This design comes from an exercise in tuning for small area, a short achievable clock period and few clock cycles per item on the open sky130 flow, not from production work.
Function was checked by simulation only, so behaviour that the tests miss may differ from the original.
No activity file was given, so power comes from the tool's default toggle rates.

Design newton_square_root_top, start of the top module:
module newton_square_root_top (
   input  logic               clock,
   input  logic               reset,
   input  logic               req_valid,
   output logic               req_stall,
   input  logic signed [31:0] req_radicand,
   output logic               rsp_valid,
   input  logic               rsp_stall,
   output logic signed [31:0] rsp_root,
   output logic [6:0]         rsp_steps_taken,
   output logic               rsp_negative_input,
   input  logic               csr_write_enable,
   input  logic [31:0]        csr_write_data
);
For scale: about 310 flip-flops, about 110 I/O pins.
clock: 11.0 ns
lec_check: 0
cap_margin: 20
core_margin: 2
core_utilization: 45
slew_margin: 20
setup_slack_margin: 7.0
standard.sh (not shown) runs the stock make flow with config.mk's settings and CLKGATE_MAP_FILE= SYNTH_SCRIPT=/design/flow/synth_recipe.tcl, a recipe that flattens the netlist after the stock synthesis.
==> flow/flow/run.sh <==
#!/bin/bash
# The standard layout, with timing repair aiming well below the clock period.
set -euo pipefail
echo "export SETUP_SLACK_MARGIN = 7.0" >> config.mk
bash standard.sh > standard.log 2>&1
Testbench counts at the start, summed over its fixed seeds: cycles 32,568, items 640.
Then changed:
CORE_UTILIZATION = 30   (was 45)
What happened:
- The new run completed with no timing, DRC or antenna violations
- die area went up by 49%
- synthesized cell count does not change
- fmax rose by 1.5%
- sequential share of layout area came out lower by 0.32 points
- synthesized area does not change
- clock power came out lower by about 8%


Setup of north:
Another version of the RTL of newton_square_root_top (not shown whole).
Size in the first run: ~110 I/O pins.
Settings: LEC_CHECK=0, CAP_MARGIN=20, CORE_MARGIN=2, CORE_UTILIZATION=30, SLEW_MARGIN=20, SETUP_SLACK_MARGIN=6.0; clock period 11.0 ns.
==> flow/flow/run.sh <==
#!/bin/bash
# The standard layout, with timing repair aiming well below the clock period.
set -euo pipefail
echo "export SETUP_SLACK_MARGIN = 6.0" >> config.mk
bash standard.sh > standard.log 2>&1
Testbench counts of north, summed over its fixed seeds: cycles 33,071, items 640.
#### Input delta (south over north)
diff --git a/flow/flow/run.sh b/flow/flow/run.sh
--- a/flow/flow/run.sh
+++ b/flow/flow/run.sh
@@ -4 +4 @@
-echo "export SETUP_SLACK_MARGIN = 6.0" >> config.mk
+echo "export SETUP_SLACK_MARGIN = 7.0" >> config.mk
diff --git a/flow/config.mk b/flow/config.mk
--- a/flow/config.mk
+++ b/flow/config.mk
@@ -12 +12 @@
-export SETUP_SLACK_MARGIN = 6.0
+export SETUP_SLACK_MARGIN = 7.0
The final hold slack on south is in line with that on north.
Delta (south minus north): overall track demand over capacity in global routing now larger; portion of the clock cycle consumed by the worst path in the final layout now smaller; power per unit of standard cell area now larger; utilization of the core after routing now larger; number of buffers other than clock buffers in the final layout now larger.
south vs north: wire length of the first global-routing pass up slightly


newton_square_root_top, a different RTL version from the one above (not shown whole).
Size: ~3300 cells after synthesis, about 310 flip-flops, ~110 I/O pins, roughly 27000 um^2 of cells after synthesis.
Settings: LEC_CHECK=0, CAP_MARGIN=20, CORE_MARGIN=2, CORE_UTILIZATION=30, SLEW_MARGIN=20, SETUP_SLACK_MARGIN=6.5; clock period 11.0 ns.
==> flow/flow/run.sh <==
#!/bin/bash
# The standard layout, with timing repair aiming well below the clock period.
set -euo pipefail
echo "export SETUP_SLACK_MARGIN = 6.5" >> config.mk
bash standard.sh > standard.log 2>&1
Testbench counts at the start, summed over its fixed seeds: cycles 32,728, items 640.
Edit:
==> flow/flow/run.sh (replaced) <==
#!/bin/bash
# The standard layout, with timing repair aiming well below the clock period.
set -euo pipefail
echo "export SETUP_SLACK_MARGIN = 7.0" >> config.mk
bash standard.sh > standard.log 2>&1
CORE_UTILIZATION = 50   (was 30)
PLACE_DENSITY = 0.65   (was unset)
SETUP_SLACK_MARGIN = 7.0   (was 6.5)
Result: Non-clock buffer count goes up by 95. Synthesized cell count stays the same. Via count goes up by 4.5%. Area after synthesis does not change. Clock-buffer cell count goes down by 4. Worst setup slack gains 0.49 ns. Flip-flop and latch count is unchanged. Cell area goes up by 1.9%.


newton_square_root_top, a different RTL version from the one above (not shown whole).
For scale: about 310 flip-flops, about 110 I/O pins, roughly 0.028 sq mm of cells after synthesis.
==> flow/config.mk <==
export PLATFORM = sky130hd
export DESIGN_NAME = newton_square_root_top
export DESIGN_NICKNAME = newton_square_root_top
export VERILOG_FILES = /design/flow/design.v
export SDC_FILE = /design/flow/constraint.sdc
export NUM_CORES = 4
export LEC_CHECK = 0
export CAP_MARGIN = 20
export CORE_MARGIN = 2
export CORE_UTILIZATION = 30
export SLEW_MARGIN = 20
export SETUP_SLACK_MARGIN = 7
==> flow/constraint.sdc <==
create_clock -name core_clock -period 11.0 [get_ports {clock}]
set_input_delay 2.2000 -clock core_clock [delete_from_list [all_inputs] [get_ports {clock}]]
set_output_delay 2.2000 -clock core_clock [all_outputs]
set_load 0.01 [all_outputs]
==> flow/flow/run.sh <==
#!/bin/bash
# The standard layout, with timing repair aiming well below the clock period.
set -euo pipefail
echo "export SETUP_SLACK_MARGIN = 7" >> config.mk
bash standard.sh > standard.log 2>&1
The baseline finished with timing, DRC and antenna clean.
Testbench counts at the start, summed over its fixed seeds: cycles 32,568, items 640.
==> next run, changes <==
==> flow/flow/run.sh (replaced) <==
#!/bin/bash
# The standard layout, with timing repair aiming well below the clock period.
set -euo pipefail
echo "export SETUP_SLACK_MARGIN = 7.0" >> config.mk
bash standard.sh > standard.log 2>&1
CORE_UTILIZATION = 50   (was 30)
PLACE_DENSITY = 0.65   (was unset)
SETUP_SLACK_MARGIN = 7.0   (was 7)
Total power rose by 1.6%.
Via count rose by 1.5%.
Die area fell by 40%.
Clock skew rose by 0.0088 ns.
Cell area fell by 2.1%.
Sequential cell count stays the same.
Synthesized cell count is unchanged.
Synthesized area does not change.
Setup slack is better by 0.017 ns.
Routed wire length rose by 2.0%.
Register-to-register slack is worse by 0.02 ns.

[afterwards: timing with drivers on the ports]
Ports are ideal in the flow. The routed layouts listed here were re-timed in OpenROAD. Step 1, drivers: a clkbuf_16 drives clock and a buf_2 each remaining input, both assumed. Step 2 times the ports against the registers' clock, not the clock port: input delays grow and output delays shrink by t, the midpoint of the rising clock arrivals with the driver on. Slacks: ideal ports / drivers / drivers and shift; pairs: ideal ports / drivers.
| run | shift t [ns] | setup WS [ns] | clock arrival spread, ns | worst data-port slew with drivers (ns) | pins driven straight from the clock port |
|---|---|---|---|---|---|
| the first run of note 1 | 0.631 | 6.923 / 6.923 / 6.494 | 0.026 / 0.027 | 0.07 | 1 |
| the second run of note 1 | 0.631 | 6.981 / 6.927 / 6.524 | 0.036 / 0.037 | 0.05 | 1 |
| north | 0.619 | 5.506 / 5.506 / 5.055 | 0.026 / 0.026 | 0.05 | 1 |
| south | 0.625 | 5.578 / 5.578 / 5.578 | 0.035 / 0.035 | 0.05 | 1 |
| the first run of note 3 | 0.645 | 6.537 / 6.528 / 5.937 | 0.031 / 0.031 | 0.06 | 1 |
| the second run of note 3 | 0.629 | 7.028 / 6.964 / 6.545 | 0.024 / 0.024 | 0.05 | 1 |
| the first run of note 4 | 0.635 | 7.012 / 6.945 / 6.451 | 0.029 / 0.029 | 0.07 | 1 |
| the second run of note 4 | 0.639 | 7.029 / 6.965 / 6.551 | 0.035 / 0.035 | 0.05 | 1 |
After both steps setup and hold are still met in every run listed. For the first run of note 3, which loses most, drivers alone change the setup slack by -0.009 ns; drivers and shift together by -0.600 ns.
